Background: an optimization exercise with open tools, aiming at small area and few clock cycles per item. Do not read the settings as production practice.
In this exercise RTL edits were held to simulation tests only and were not proved equivalent to the original.

==> flow/design.v <==
module lse_add_pipe (
   input  logic        clk,
   input  logic        rst_n,
   input  logic        in_valid,
   output logic        in_ready,
   input  logic [23:0] in_a,
   input  logic [23:0] in_b,
   input  logic [1:0]  in_mode,
   output logic        out_valid,
   input  logic        out_ready,
   output logic [23:0] out_result,
   input  logic        lut_we,
   input  logic [6:0]  lut_addr,
   input  logic [9:0]  lut_wdata,
   output logic [31:0] stat_ops,
   output logic [31:0] stat_sat
);
   localparam logic [23:0] NEG_INF = 24'h800000;
   logic [24:0] w_diff;
   logic        w_a_ninf, w_b_ninf, w_full, w_small, w_cor_en, w_pick_full;
   logic [6:0]  w_idx;
   logic [3:0]  w_pick6, w_pick;
   logic [1:0]  w_pick12;
   logic [23:0] w_sel;
   assign w_diff   = {in_a[23], in_a} - {in_b[23], in_b};
   assign w_a_ninf = (in_a == NEG_INF);
   assign w_b_ninf = (in_b == NEG_INF);
   assign w_full   = (in_mode == 2'b00) || (in_mode == 2'b11);
   assign w_small  = (w_diff[24:7] == '0) || ((w_diff[24:7] == '1) && (w_diff[6:0] != '0));
   assign w_idx    = w_diff[24] ? 7'(-w_diff[6:0]) : w_diff[6:0];
   assign w_cor_en = w_full && !w_a_ninf && !w_b_ninf && w_small;
   assign w_pick_full = w_a_ninf ? 1'b1 : w_b_ninf ? 1'b0 : w_diff[24];
   always_comb begin
      for (int l = 0; l < 4; l++) begin
         if (in_a[l*6 +: 6] == 6'h20)      w_pick6[l] = 1'b1;
         else if (in_b[l*6 +: 6] == 6'h20) w_pick6[l] = 1'b0;
         else w_pick6[l] = !($signed(in_a[l*6 +: 6]) > $signed(in_b[l*6 +: 6]));
      end
      for (int l = 0; l < 2; l++) begin
         if (in_a[l*12 +: 12] == 12'h800)      w_pick12[l] = 1'b1;
         else if (in_b[l*12 +: 12] == 12'h800) w_pick12[l] = 1'b0;
         else w_pick12[l] = !($signed(in_a[l*12 +: 12]) > $signed(in_b[l*12 +: 12]));
      end
      case (in_mode)
         2'b01:   w_pick = w_pick6;
         2'b10:   w_pick = {w_pick12[1], w_pick12[1], w_pick12[0], w_pick12[0]};
         default: w_pick = {4{w_pick_full}};
      endcase
      for (int c = 0; c < 4; c++) w_sel[c*6 +: 6] = w_pick[c] ? in_b[c*6 +: 6] : in_a[c*6 +: 6];
   end
   logic r_vld1, r_vld2;
   logic w_s2_load, w_s1_load;
   assign w_s2_load = !r_vld2 || out_ready;
   assign w_s1_load = !r_vld1 || w_s2_load;
   assign in_ready  = w_s1_load;
   assign out_valid = r_vld2;
   always_ff @(posedge clk or negedge rst_n) begin
      if (!rst_n) begin
         r_vld1 <= 1'b0;
         r_vld2 <= 1'b0;
      end else begin
         if (w_s1_load) r_vld1 <= in_valid;
         if (w_s2_load) r_vld2 <= r_vld1;
      end
   end
   logic [23:0] r_sel1;
   logic [6:0]  r_idx;
   logic        r_cor_en;
   always_ff @(posedge clk) begin
      if (w_s1_load && in_valid) begin
         r_sel1   <= w_sel;
         r_idx    <= w_idx;
         r_cor_en <= w_cor_en;
      end
   end
   logic [7:0]  r_ohi;
   logic [15:0] r_olo;
   assign r_ohi = r_cor_en ? 8'(1) << r_idx[6:4] : '0;
   assign r_olo = 16'(1) << r_idx[3:0];
   logic         r_g, r_clr;
   logic [9:0]   r_q [128];
   logic [127:0] w_w, w_wn;
   logic [9:0]   w_c;
   always_ff @(posedge clk or negedge rst_n) begin
      if (!rst_n) r_g <= 1'b1;
      else        r_g <= !r_g;
   end
   always_ff @(posedge clk or negedge rst_n) begin
      if (!rst_n) r_clr <= 1'b1;
      else        r_clr <= 1'b0;
   end
   logic [7:0]  w_whi, w_ahi;
   logic [15:0] w_wlo, w_alo;
   always_comb begin
      for (int i = 0; i < 8; i++) begin
         w_ahi[i] = (lut_addr[6:4] == 3'(i));
         w_whi[i] = r_clr || (lut_we && w_ahi[i]);
      end
      for (int i = 0; i < 16; i++) begin
         w_alo[i] = (lut_addr[3:0] == 4'(i));
         w_wlo[i] = r_clr || w_alo[i];
      end
      for (int k = 0; k < 128; k++) begin
         w_w[k]  = w_whi[k/16] && w_wlo[k%16];
         w_wn[k] = !(w_ahi[k/16] && w_alo[k%16]);
      end
      for (int j = 0; j < 10; j++)
         w_c[j] = r_clr ? r_g : lut_we ? (lut_wdata[j] ^ r_g) : 1'b1;
   end
   always_ff @(posedge clk) begin
      for (int k = 0; k < 128; k++)
         for (int j = 0; j < 10; j++)
            r_q[k][j] <= !((w_w[k] || r_q[k][j]) && (w_wn[k] || w_c[j]));
   end
   logic [4:0] w_gn [8][10];    
   logic [9:0] w_grp [8];
   logic [1:0] w_hn [10];       
   logic [9:0] w_or, w_corr;
   for (genvar i = 0; i < 8; i++) begin : g_grp
      for (genvar b = 0; b < 10; b++) begin : g_bit
         for (genvar t = 0; t < 5; t++) begin : g_t3
            lse_aoi222 u_t (
               .a0(r_olo[3*t]),   .b0(r_q[i*16 + 3*t][b]),
               .a1(r_olo[3*t+1]), .b1(r_q[i*16 + 3*t + 1][b]),
               .a2(r_olo[3*t+2]), .b2(r_q[i*16 + 3*t + 2][b]),
               .y(w_gn[i][b][t]));
         end
         assign w_grp[i][b] = !(&w_gn[i][b]) || (r_olo[15] && r_q[i*16 + 15][b]);
      end
   end
   for (genvar b = 0; b < 10; b++) begin : g_hsel
      for (genvar t = 0; t < 2; t++) begin : g_t3
         lse_aoi222 u_t (
            .a0(r_ohi[3*t]),   .b0(w_grp[3*t][b]),
            .a1(r_ohi[3*t+1]), .b1(w_grp[3*t+1][b]),
            .a2(r_ohi[3*t+2]), .b2(w_grp[3*t+2][b]),
            .y(w_hn[b][t]));
      end
      assign w_or[b] = !(&w_hn[b]) || (r_ohi[6] && w_grp[6][b]) || (r_ohi[7] && w_grp[7][b]);
   end
   assign w_corr = w_or ^ {10{r_g & r_cor_en}};
   logic [10:0] w_lo;
   logic [9:0] w_p, w_g [5], w_pp [5];
   assign w_p     = r_sel1[9:0] ^ w_corr;
   assign w_g[0]  = r_sel1[9:0] & w_corr;
   assign w_pp[0] = w_p;
   for (genvar l = 0; l < 4; l++) begin : g_pfx
      localparam int S = 1 << l;
      for (genvar i = 0; i < 10; i++) begin : g_b
         if (i >= S) begin : g_op
            lse_pg u_pg (.gh(w_g[l][i]), .ph(w_pp[l][i]), .gl(w_g[l][i-S]), .pl(w_pp[l][i-S]),
                         .go(w_g[l+1][i]), .po(w_pp[l+1][i]));
         end else begin : g_pass
            assign w_g[l+1][i]  = w_g[l][i];
            assign w_pp[l+1][i] = w_pp[l][i];
         end
      end
   end
   assign w_lo = {w_g[4][9], w_p ^ {w_g[4][8:0], 1'b0}};
   logic [13:0] r_hi;
   logic [9:0]  r_lo;
   logic        r_c10;
   always_ff @(posedge clk) begin
      if (w_s2_load && r_vld1) begin
         r_hi  <= r_sel1[23:10];
         r_lo  <= w_lo[9:0];
         r_c10 <= w_lo[10];
      end
   end
   logic [13:0] w_hi;
   logic        w_sat;
   assign w_sat      = r_c10 && !r_hi[13] && (&r_hi[12:0]);
   assign w_hi       = r_c10 ? r_hi + 1'b1 : r_hi;
   assign out_result = w_sat ? 24'h7FFFFF : {w_hi, r_lo};
   logic [31:0] r_ops, r_nsat;
   always_ff @(posedge clk or negedge rst_n) begin
      if (!rst_n) begin
         r_ops  <= '0;
         r_nsat <= '0;
      end else if (r_vld2 && out_ready) begin
         r_ops <= r_ops + 1'b1;
         if (w_sat) r_nsat <= r_nsat + 1'b1;
      end
   end
   assign stat_ops = r_ops;
   assign stat_sat = r_nsat;
endmodule
module lse_aoi222 (
   input  logic a0, b0, a1, b1, a2, b2,
   output logic y
);
   assign y = !((a0 && b0) || (a1 && b1) || (a2 && b2));
endmodule
module lse_pg (
   input  logic gh, ph, gl, pl,
   output logic go, po
);
   assign go = gh || (ph && gl);
   assign po = ph && pl;
endmodule
module lse_add_top (
   input  logic        clk,
   input  logic        rst_n,
   input  logic        in_valid,
   output logic        in_ready,
   input  logic [23:0] in_a,
   input  logic [23:0] in_b,
   input  logic [1:0]  in_mode,
   output logic        out_valid,
   input  logic        out_ready,
   output logic [23:0] out_result,
   input  logic        lut_we,
   input  logic [6:0]  lut_addr,
   input  logic [9:0]  lut_wdata,
   output logic [31:0] stat_ops,
   output logic [31:0] stat_sat
);
   lse_add_pipe u_pipe (
      .clk(clk), .rst_n(rst_n),
      .in_valid(in_valid), .in_ready(in_ready), .in_a(in_a), .in_b(in_b), .in_mode(in_mode),
      .out_valid(out_valid), .out_ready(out_ready), .out_result(out_result),
      .lut_we(lut_we), .lut_addr(lut_addr), .lut_wdata(lut_wdata),
      .stat_ops(stat_ops), .stat_sat(stat_sat)
   );
endmodule
==> flow/config.mk <==
export PLATFORM = sky130hd
export DESIGN_NAME = lse_add_top
export DESIGN_NICKNAME = lse_add_top
export VERILOG_FILES = /design/flow/design.v
export SDC_FILE = /design/flow/constraint.sdc
export NUM_CORES = 4
export LEC_CHECK = 0
export CAP_MARGIN = 10
export CORE_MARGIN = 2
export CORE_UTILIZATION = 52
export CTS_BUF_LIST = sky130_fd_sc_hd__clkbuf_8
export CTS_CLUSTER_DIAMETER = 45
export CTS_CLUSTER_SIZE = 18
export SLEW_MARGIN = 10
export SYNTH_HIERARCHICAL = 1
export SYNTH_MINIMUM_KEEP_SIZE = 0
==> flow/constraint.sdc <==
create_clock -name core_clock -period 5.0 [get_ports {clk}]
set_input_delay 1.0000 -clock core_clock [delete_from_list [all_inputs] [get_ports {clk}]]
set_output_delay 1.0000 -clock core_clock [all_outputs]
set_load 0.01 [all_outputs]
standard.sh (not shown) runs the stock make flow with config.mk's settings and CLKGATE_MAP_FILE= SYNTH_SCRIPT=/design/flow/synth_recipe.tcl, a recipe that flattens the netlist after the stock synthesis.
==> flow/flow/run.sh <==
#!/bin/bash
# The standard ORFS layout (standard.sh), with two placement/CTS arguments changed:
#  - port buffers use the smallest buffer cell (repair_design still resizes them as needed);
#  - clock tree: clkbuf_8 sink clusters and no dummy loads.
# Every ORFS step keeps its own log under orfs/logs; the make output goes to standard.log.
set -euo pipefail
export BUFFER_PORTS_ARGS="-buffer_cell sky130_fd_sc_hd__buf_1"
export CTS_ARGS="-sink_clustering_enable -repair_clock_nets -sink_clustering_size 18 -sink_clustering_max_diameter 45 -buf_list sky130_fd_sc_hd__clkbuf_8 -dont_use_dummy_load"
bash standard.sh > standard.log 2>&1
The first run produced a layout that fails on setup timing.
Testbench counts at the start, summed over its fixed seeds: cycles 16,016, items 16,000.
Change:
--- a/flow/design.v
+++ b/flow/design.v
@@ -29,8 +29,12 @@
    assign w_small  = (w_diff[24:7] == '0) || ((w_diff[24:7] == '1) && (w_diff[6:0] != '0));
    assign w_idx    = w_diff[24] ? 7'(-w_diff[6:0]) : w_diff[6:0];
    assign w_cor_en = w_full && !w_a_ninf && !w_b_ninf && w_small;
    assign w_pick_full = w_a_ninf ? 1'b1 : w_b_ninf ? 1'b0 : w_diff[24];
+   logic [7:0]  w_ohi;
+   logic [15:0] w_olo;
+   assign w_ohi = w_cor_en ? 8'(1) << w_idx[6:4] : '0;
+   assign w_olo = 16'(1) << w_idx[3:0];
    always_comb begin
       for (int l = 0; l < 4; l++) begin
          if (in_a[l*6 +: 6] == 6'h20)      w_pick6[l] = 1'b1;
          else if (in_b[l*6 +: 6] == 6'h20) w_pick6[l] = 1'b0;
@@ -63,21 +67,19 @@
          if (w_s2_load) r_vld2 <= r_vld1;
       end
    end
    logic [23:0] r_sel1;
-   logic [6:0]  r_idx;
+   logic [7:0]  r_ohi;
+   logic [15:0] r_olo;
    logic        r_cor_en;
    always_ff @(posedge clk) begin
       if (w_s1_load && in_valid) begin
          r_sel1   <= w_sel;
-         r_idx    <= w_idx;
+         r_ohi    <= w_ohi;
+         r_olo    <= w_olo;
          r_cor_en <= w_cor_en;
       end
    end
-   logic [7:0]  r_ohi;
-   logic [15:0] r_olo;
-   assign r_ohi = r_cor_en ? 8'(1) << r_idx[6:4] : '0;
-   assign r_olo = 16'(1) << r_idx[3:0];
    logic         r_g, r_clr;
    logic [9:0]   r_q [128];
    logic [127:0] w_w, w_wn;
    logic [9:0]   w_c;
With this change the flow produced a clean layout.
Synthesized cell count increases by 1.7%.
Via count climbs by 2.0%.
Wire length grows by 1.1%.
Cell count grows by 0.80%.
Worst hold slack loses 0.052 ns.
Non-clock buffer count drops by 25.
Fmax increases by 4.6%.
Setup slack improved by 0.22 ns.
Global-route usage rises by 0.41 points.
Clock skew fell by 0.025 ns.
Testbench counts after the change, summed over its fixed seeds: cycles 16,016, items 16,000.

[static timing again, ports no longer ideal]
The results above use ideal ports. As a check the final layouts listed here were re-extracted and re-timed, cells and wires unchanged.
Step 1: set_driving_cell puts a clkbuf_16 on clk and a buf_2 on each other input, an assumption about the parent block.
Step 2 also shifts input and output timing later by t, the mid clock arrival at the registers, as if the neighbouring blocks saw the same clock.
Three values: no drivers, after step 1, after step 2; two values: the first two.
| run | t (ns) | setup WS [ns] | worst setup path at the end | clock arrival spread, ns | pins driven straight from the clock port |
|---|---|---|---|---|---|
| the first run | 0.883 | -0.094 / -0.094 / -0.094 | register to register | 0.125 / 0.124 | 1 |
| the second run | 0.910 | 0.130 / 0.130 / 0.130 | register to register | 0.093 / 0.093 | 1 |
